This design comes from an exercise in tuning for small area on the open sky130 flow, not from production work. Function was checked by simulation only, so behaviour that the tests miss may differ from the original. Power and IR drop assume default switching activity.

==> run a: inputs <==
// haar_database_scheduler
module haar_database_scheduler #(
    parameter int DATA_WIDTH_12            = 12,
    parameter int NUM_STAGES               = 24,
    parameter int NUM_PARAM_PER_CLASSIFIER = 18
) (
    input  logic                     clk_fpga,
    input  logic                     reset_fpga,
    input  logic                     i_restart,
    input  logic [NUM_STAGES-1:0]    i_req,
    input  logic [NUM_STAGES*DATA_WIDTH_12-1:0] i_stage_base,
    input  logic [NUM_STAGES*DATA_WIDTH_12-1:0] i_num_classifier,
    output logic                     o_rom_en,
    output logic [DATA_WIDTH_12-1:0] o_rom_addr,
    input  logic [DATA_WIDTH_12-1:0] i_rom_data,
    output logic [DATA_WIDTH_12-1:0] o_data,
    output logic                     o_data_valid,
    output logic [DATA_WIDTH_12-1:0] o_data_stage,
    output logic [DATA_WIDTH_12-1:0] o_data_index,
    output logic [NUM_STAGES-1:0]    o_grant,
    output logic [NUM_STAGES-1:0]    o_end_single_classifier,
    output logic [NUM_STAGES-1:0]    o_end_all_classifier,
    output logic                     o_busy
);
==> flow/config.mk <==
export PLATFORM = sky130hd
export DESIGN_NAME = haar_database_scheduler
export DESIGN_NICKNAME = haar_database_scheduler
export VERILOG_FILES = /design/flow/design.v
export SDC_FILE = /design/flow/constraint.sdc
export NUM_CORES = 4
export LEC_CHECK = 0
export CAP_MARGIN = 20
export CORE_MARGIN = 2
export CORE_UTILIZATION = 40
export SLEW_MARGIN = 20
==> flow/constraint.sdc <==
create_clock -name core_clock -period 10.0 [get_ports {clk_fpga}]
set_input_delay 2.0000 -clock core_clock [delete_from_list [all_inputs] [get_ports {clk_fpga}]]
set_output_delay 2.0000 -clock core_clock [all_outputs]
set_load 0.01 [all_outputs]
standard.sh (not shown) runs the stock make flow with config.mk's settings and CLKGATE_MAP_FILE= SYNTH_SCRIPT=/design/flow/synth_recipe.tcl, a recipe that flattens the netlist after the stock synthesis.
==> flow/flow/run.sh <==
#!/bin/bash
# Standard ORFS layout with three changes: an area-oriented ABC mapping script
# in synthesis, the smallest buffer cell for the port buffers, and clock tree
# synthesis with clkbuf_4 buffers and no dummy balancing loads.
set -euo pipefail
W=$(pwd)
export FLOW_ABC_SCRIPT=$W/flow/abc_area.script
bash standard.sh SYNTH_SCRIPT=$W/flow/synth.tcl \
  "BUFFER_PORTS_ARGS=-buffer_cell sky130_fd_sc_hd__buf_1" \
  "CTS_ARGS=-sink_clustering_enable -repair_clock_nets -buf_list sky130_fd_sc_hd__clkbuf_4 -dont_use_dummy_load" \
  finish > $W/orfs_make.log 2>&1
==> flow/flow/abc_area.script <==
strash; &get -n; &fraig -x; &put; scorr; dc2; dretime; strash; &get -n; &dch -f; &nf -R 1000; &put; &get -n; &dch -f; &nf -R 1000; &put; &get -n; &dch -f; &nf -R 1000; &put; &get -n; &dch -f; &nf -R 1000; &put
==> flow/flow/synth.tcl <==
# The standard synthesis (synth_recipe.tcl), with ABC's technology mapping
# run with an area-oriented script instead of ORFS's speed script.
proc synth {args} { yosys synth -nofsm -noshare {*}$args }
proc abc {args} {
  set i [lsearch -exact $args -script]
  if { $i >= 0 } {
    set args [lreplace $args $i [expr {$i + 1}] -script $::env(FLOW_ABC_SCRIPT)]
  }
  yosys abc {*}$args
}
source $::env(SCRIPTS_DIR)/synth.tcl
# left out here: clear keep_hierarchy, flatten, clean up, hide names made inside functions, write 1_2_yosys.v
==> inputs of run b, as changes to run a <==
==> flow/flow/run.sh (replaced) <==
#!/bin/bash
# Standard ORFS layout with four changes: an area-oriented ABC mapping script
# in synthesis, the smallest buffer cell for the port buffers, clock tree
# synthesis with clkbuf_4 buffers and no dummy balancing loads, and ORFS's
# power recovery (downsizing gates on paths with positive slack) after global
# routing.
set -euo pipefail
W=$(pwd)
export FLOW_ABC_SCRIPT=$W/flow/abc_area.script
bash standard.sh SYNTH_SCRIPT=$W/flow/synth.tcl \
  "BUFFER_PORTS_ARGS=-buffer_cell sky130_fd_sc_hd__buf_1" \
  "CTS_ARGS=-sink_clustering_enable -repair_clock_nets -buf_list sky130_fd_sc_hd__clkbuf_4 -dont_use_dummy_load" \
  RECOVER_POWER=100 \
  finish > $W/orfs_make.log 2>&1
==> impl_metrics.ini <==
[run_status]
status = complete, no violations

[power]
p_int_mw = 3.582

[detailed_routing]
wl_met2_um = 41660

[layout]
seqAreaFraction_pct = 43.69
fin_area_um2 = 21750
layout.nonclk_buf_share_pct = 17.96

[setup_path]
worstPathRequired_ns = 10.57

[timing]
max_slew.worst_pin.slew_ns = 1.183
That was run a.
==> impl_metrics.ini <==
[run_status]
checkFailReasons = max-capacitance violations, max-slew violations
status = failed layout checks

[layout]
layout.nonclk_buf_share_pct = 17.29

[timing]
slew_viol_final = 80

[power]
p_int_mw = 3.550

[run]
maxCapViolCount = 3
That was run b.

==> inputs of exp/umber <==
==> flow/design.v <==
module haar_database_scheduler #(
    parameter int DATA_WIDTH_12            = 12,
    parameter int NUM_STAGES               = 24,
    parameter int NUM_PARAM_PER_CLASSIFIER = 18
) (
    input  logic                     clk_fpga,
    input  logic                     reset_fpga,
    input  logic                     i_restart,
    input  logic [NUM_STAGES-1:0]    i_req,
    input  logic [NUM_STAGES*DATA_WIDTH_12-1:0] i_stage_base,
    input  logic [NUM_STAGES*DATA_WIDTH_12-1:0] i_num_classifier,
    output logic                     o_rom_en,
    output logic [DATA_WIDTH_12-1:0] o_rom_addr,
    input  logic [DATA_WIDTH_12-1:0] i_rom_data,
    output logic [DATA_WIDTH_12-1:0] o_data,
    output logic                     o_data_valid,
    output logic [DATA_WIDTH_12-1:0] o_data_stage,
    output logic [DATA_WIDTH_12-1:0] o_data_index,
    output logic [NUM_STAGES-1:0]    o_grant,
    output logic [NUM_STAGES-1:0]    o_end_single_classifier,
    output logic [NUM_STAGES-1:0]    o_end_all_classifier,
    output logic                     o_busy
);
    localparam int SW = (NUM_STAGES > 1) ? $clog2(NUM_STAGES) : 1;
    localparam int WW = $clog2(NUM_PARAM_PER_CLASSIFIER);
    localparam int DW = DATA_WIDTH_12;
    localparam logic [WW-1:0] LAST_IDX = WW'(NUM_PARAM_PER_CLASSIFIER - 2);
    logic [SW-1:0] g;           
    logic [SW-1:0] dstage;      
    logic [WW-1:0] didx;        
    logic          nogrant;     
    logic          init_load;
    logic          busy;
    logic          endp;        
    logic          lastblk;     
    logic [DW-1:0] cnt [NUM_STAGES];
    logic restart_eff;
    assign restart_eff = i_restart | init_load;
    assign o_data       = i_rom_data;
    assign o_busy       = busy;
    assign o_data_stage = DW'(dstage);
    assign o_data_index = DW'(didx);
    logic          first;
    logic [WW-1:0] word;
    logic          last_word;
    assign first     = o_rom_en & ~o_data_valid;
    assign word      = o_rom_en ? (first ? '0 : didx + 1'b1) : didx;
    assign last_word = o_rom_en & ~first & (didx == LAST_IDX);
    logic [NUM_STAGES-1:0] mask, mreq, sel_oh;
    logic                  found;
    always_comb begin
        logic seen_m, seen_r;
        for (int i = 0; i < NUM_STAGES; i++) mask[i] = ~nogrant & (SW'(i) > g);
        mreq   = i_req & mask;
        seen_m = 1'b0;
        seen_r = |mreq;
        for (int i = 0; i < NUM_STAGES; i++) begin
            sel_oh[i] = mask[i] ? (mreq[i] & ~seen_m) : (i_req[i] & ~seen_r);
            seen_m    = seen_m | mreq[i];
            seen_r    = seen_r | i_req[i];
        end
        found = |i_req;
    end
    logic [SW-1:0] sel;
    always_comb begin
        sel = '0;
        for (int i = 0; i < NUM_STAGES; i++) if (sel_oh[i]) sel = sel | SW'(i);
    end
    logic [DW-1:0] cm, bm, nm;
    always_comb begin
        cm = '0;
        bm = '0;
        nm = '0;
        for (int s = 0; s < NUM_STAGES; s++) begin
            cm = cm | (cnt[s] & {DW{sel_oh[s]}});
            bm = bm | (i_stage_base[s*DW +: DW] & {DW{sel_oh[s]}});
            nm = nm | (i_num_classifier[s*DW +: DW] & {DW{sel_oh[s]}});
        end
    end
    logic [DW-1:0] inc, ptr, wdata;
    logic          eq;
    assign inc   = cm + 1'b1;
    assign eq    = (inc == nm);
    assign ptr   = bm + {cm[DW-5:0], 4'b0} + {cm[DW-2:0], 1'b0};
    assign wdata = (restart_eff | eq) ? '0 : inc;
    logic grant_now;
    assign grant_now = ~restart_eff & ~busy & found;
    always_ff @(posedge clk_fpga) begin
        for (int s = 0; s < NUM_STAGES; s++)
            if (restart_eff | (~busy & sel_oh[s])) cnt[s] <= wdata;
    end
    always_ff @(posedge clk_fpga or negedge reset_fpga) begin
        if (!reset_fpga) begin
            g            <= '0;
            dstage       <= '0;
            didx         <= '0;
            nogrant      <= 1'b1;
            init_load    <= 1'b1;
            busy         <= 1'b0;
            endp         <= 1'b0;
            lastblk      <= 1'b0;
            o_rom_en     <= 1'b0;
            o_rom_addr   <= '0;
            o_data_valid <= 1'b0;
        end else begin
            o_data_valid <= o_rom_en;
            dstage       <= g;
            didx         <= word;
            init_load    <= 1'b0;
            endp         <= ~restart_eff & busy & ~o_rom_en;
            if (restart_eff) begin
                o_rom_en <= 1'b0;
                busy     <= 1'b0;
            end else if (grant_now) begin
                g          <= sel;
                nogrant    <= 1'b0;
                lastblk    <= eq;
                busy       <= 1'b1;
                o_rom_en   <= 1'b1;
                o_rom_addr <= ptr;
            end else if (o_rom_en) begin
                if (last_word) o_rom_en <= 1'b0;
                else           o_rom_addr <= o_rom_addr + 1'b1;
            end else if (busy) begin
                busy <= 1'b0;
            end
        end
    end
    always_comb begin
        for (int s = 0; s < NUM_STAGES; s++) begin
            o_grant[s]                 = busy & (g == SW'(s));
            o_end_single_classifier[s] = endp & (g == SW'(s));
            o_end_all_classifier[s]    = endp & lastblk & (g == SW'(s));
        end
    end
endmodule
==> flow/flow/run.sh <==
#!/bin/bash
# Standard ORFS layout with two changes: an area-oriented ABC mapping script in
# synthesis, and the smallest buffer cell for the port buffers.
set -euo pipefail
W=$(pwd)
export FLOW_ABC_SCRIPT=$W/flow/abc_area.script
bash standard.sh SYNTH_SCRIPT=$W/flow/synth.tcl \
  "BUFFER_PORTS_ARGS=-buffer_cell sky130_fd_sc_hd__buf_1" finish > $W/orfs_make.log 2>&1
==> flow/flow/abc_area.script <==
strash; &get -n; &fraig -x; &put; scorr; dc2; dretime; strash; &get -n; &dch -f; &nf; &put
==> flow/flow/synth.tcl <==
# The standard synthesis (synth_recipe.tcl), with ABC's technology mapping
# run with an area-oriented script instead of ORFS's speed script.
proc synth {args} { yosys synth -nofsm -noshare {*}$args }
proc abc {args} {
  set i [lsearch -exact $args -script]
  if { $i >= 0 } {
    set args [lreplace $args $i [expr {$i + 1}] -script $::env(FLOW_ABC_SCRIPT)]
  }
  yosys abc {*}$args
}
source $::env(SCRIPTS_DIR)/synth.tcl
# left out here: clear keep_hierarchy, flatten, clean up, hide names made inside functions, write 1_2_yosys.v
==> flow/standard.sh <==
#!/bin/bash
# synth_recipe.tcl (not shown) runs the flow's synth.tcl, then flattens the netlist and writes it again
# the make line also repeats each setting of config.mk as NAME=value (left out here)
make -C /OpenROAD-flow-scripts/flow DESIGN_CONFIG=/design/flow/config.mk WORK_HOME=/design/flow/orfs CLKGATE_MAP_FILE= SYNTH_SCRIPT=/design/flow/synth_recipe.tcl "${@:-finish}"
==> flow/config.mk <==
export PLATFORM = sky130hd
export DESIGN_NAME = haar_database_scheduler
export DESIGN_NICKNAME = haar_database_scheduler
export VERILOG_FILES = /design/flow/design.v
export SDC_FILE = /design/flow/constraint.sdc
export NUM_CORES = 4
export LEC_CHECK = 0
export CAP_MARGIN = 20
export CORE_MARGIN = 2
export CORE_UTILIZATION = 40
export SLEW_MARGIN = 20
==> flow/constraint.sdc <==
create_clock -name core_clock -period 10.0 [get_ports {clk_fpga}]
set_input_delay 2.0000 -clock core_clock [delete_from_list [all_inputs] [get_ports {clk_fpga}]]
set_output_delay 2.0000 -clock core_clock [all_outputs]
set_load 0.01 [all_outputs]
==> inputs of exp/garnet, as changes to exp/umber <==
==> flow/flow/run.sh (replaced) <==
#!/bin/bash
# Standard ORFS layout with three changes: an area-oriented ABC mapping script
# in synthesis, the smallest buffer cell for the port buffers, and clock tree
# synthesis with clkbuf_4 buffers and no dummy balancing loads.
set -euo pipefail
W=$(pwd)
export FLOW_ABC_SCRIPT=$W/flow/abc_area.script
bash standard.sh SYNTH_SCRIPT=$W/flow/synth.tcl \
  "BUFFER_PORTS_ARGS=-buffer_cell sky130_fd_sc_hd__buf_1" \
  "CTS_ARGS=-sink_clustering_enable -repair_clock_nets -buf_list sky130_fd_sc_hd__clkbuf_4 -dont_use_dummy_load" \
  finish > $W/orfs_make.log 2>&1
==> flow/flow/abc_area.script (replaced) <==
strash; &get -n; &fraig -x; &put; scorr; dc2; dretime; strash; &get -n; &dch -f; &nf -R 1000; &put; &get -n; &dch -f; &nf -R 1000; &put; &get -n; &dch -f; &nf -R 1000; &put; &get -n; &dch -f; &nf -R 1000; &put
--- a/flow/config.mk
+++ b/flow/config.mk
@@ -10,2 +10,3 @@
 export CORE_UTILIZATION = 40
+export PLACE_DENSITY = 0.85
 export SLEW_MARGIN = 20
==> inputs of exp/harbor, as changes to exp/umber <==
--- a/flow/config.mk
+++ b/flow/config.mk
@@ -9,3 +9,4 @@
 export CORE_MARGIN = 2
-export CORE_UTILIZATION = 40
+export CORE_UTILIZATION = 25
+export CTS_BUF_LIST = sky130_fd_sc_hd__clkbuf_4
 export SLEW_MARGIN = 20
==> summary of the runs <==
- exp/harbor passed the timing, DRC and antenna checks. exp/umber finished with timing, DRC and antenna clean. exp/garnet completed without violations.
- Non-clock buffer count, highest first: exp/harbor, exp/garnet, exp/umber.
- Die area: exp/harbor > exp/umber > exp/garnet.
- Sequential share of layout area: exp/garnet > exp/umber > exp/harbor.
- Flip-flop and latch count is the same in exp/harbor and exp/umber.
- Via count, lowest first: exp/garnet, exp/harbor, exp/umber.
- Routed wire length: exp/umber is smaller than exp/harbor (6.4%).
- Critical path depth, highest first: exp/garnet, exp/umber, exp/harbor.
- Global-route usage, lowest first: exp/harbor, exp/garnet, exp/umber.
- Sequential power is about the same in exp/harbor and exp/umber.
- Total power, lowest first: exp/garnet, exp/harbor, exp/umber.
- The lowest count of clock-buffer cells in the layout belongs to exp/umber, the highest to exp/harbor.
==> figures <==
| item | exp/umber | exp/harbor | exp/garnet |
|---|---|---|---|
| Top-area cell type share of the netlist area | 51.1% | 51.1% | 52.5% |
| R2R setup slack | 1.16 ns | 1.34 ns | 0.90 ns |
| Number of unique standard cell types used by synthesis | 61 | 61 | 50 |
| Fraction of standard cell area in multi-input logic | 32.6% | 32.0% | 32.0% |
| Sequential share of power | 30.8% | 31.5% | 33.1% |
| Static leakage | 8.10 nW | 8.24 nW | 7.59 nW |
| Met2 WL post-DR | 46.2 mm | 56.5 mm | 41.5 mm |
| Power per Cell Area | 319 nW/um^2 | 305 nW/um^2 | 303 nW/um^2 |
| Synth Instances | 1443 | 1443 | 1389 |
| Buffers plus inverters on the worst setup path | 4 | 3 | 6 |
| Total routed wirelength | 114 mm | 121 mm | 98.2 mm |
| Final Critical Period | 9.13 ns | 8.66 ns | 9.22 ns |
| Non-filler cells, final | 2877 | 3295 | 2836 |
| Worst-path maximum fanout | 12 | 24 | 24 |
| Run status | complete, no violations | complete, no violations | complete, no violations |
| Utilization after layout | 53.7% | 34.1% | 52.8% |
| Worst setup path startpoint | i_req[2] | g[3]$_DFFE_PN0P_ | i_req[1] |
| Portion of the post-synthesis area used by sequential elements | 56.1% | 56.1% | 57.7% |
| Count of clock-net buffers in the final layout | 41 | 112 | 81 |
| Final setup skew | 0.0315 ns | 0.0644 ns | 0.131 ns |
| Tot Pwr | 7.17 mW | 6.98 mW | 6.53 mW |
| Total via count in the routed design | 20100 | 19800 | 19100 |
| Clock buffer and inverter area fraction after layout | 4.84% | 4.62% | 2.83% |

-- port drivers added, routing unchanged --
The results above use ideal ports. As a check the final layouts listed here were re-extracted and re-timed, cells and wires unchanged. Step 1 sets driving cells, clkbuf_16 on the clock port and buf_2 on the other inputs (assumed; they add their load-dependent delay and slew). Step 2 times the ports against the registers' clock, not the clock port: input delays grow and output delays shrink by t, the midpoint of the rising clock arrivals with the driver on. Three values: ideal, step 1, step 2; two values: the first two.
| run | shift t [ns] | slack for setup (ns) | hold WS [ns] | cell pins on the clock port's net |
|---|---|---|---|---|
| run a | 0.756 | 0.526 / 0.526 / 0.023 | 0.560 / 0.560 / 0.560 | 1 |
| run b | 0.760 | 0.549 / 0.581 / -0.179 | 0.559 / 0.559 / 0.559 | 1 |
| exp/umber | 0.576 | 0.872 / 0.900 / 0.324 | 0.597 / 0.597 / 0.597 | 1 |
| exp/garnet | 0.727 | 0.782 / 0.811 / 0.085 | 0.562 / 0.562 / 0.562 | 1 |
| exp/harbor | 0.796 | 1.345 / 1.345 / 0.618 | 0.568 / 0.568 / 0.568 | 1 |
For run b, which loses most, drivers alone change the setup slack by +0.032 ns; drivers and shift together by -0.728 ns.
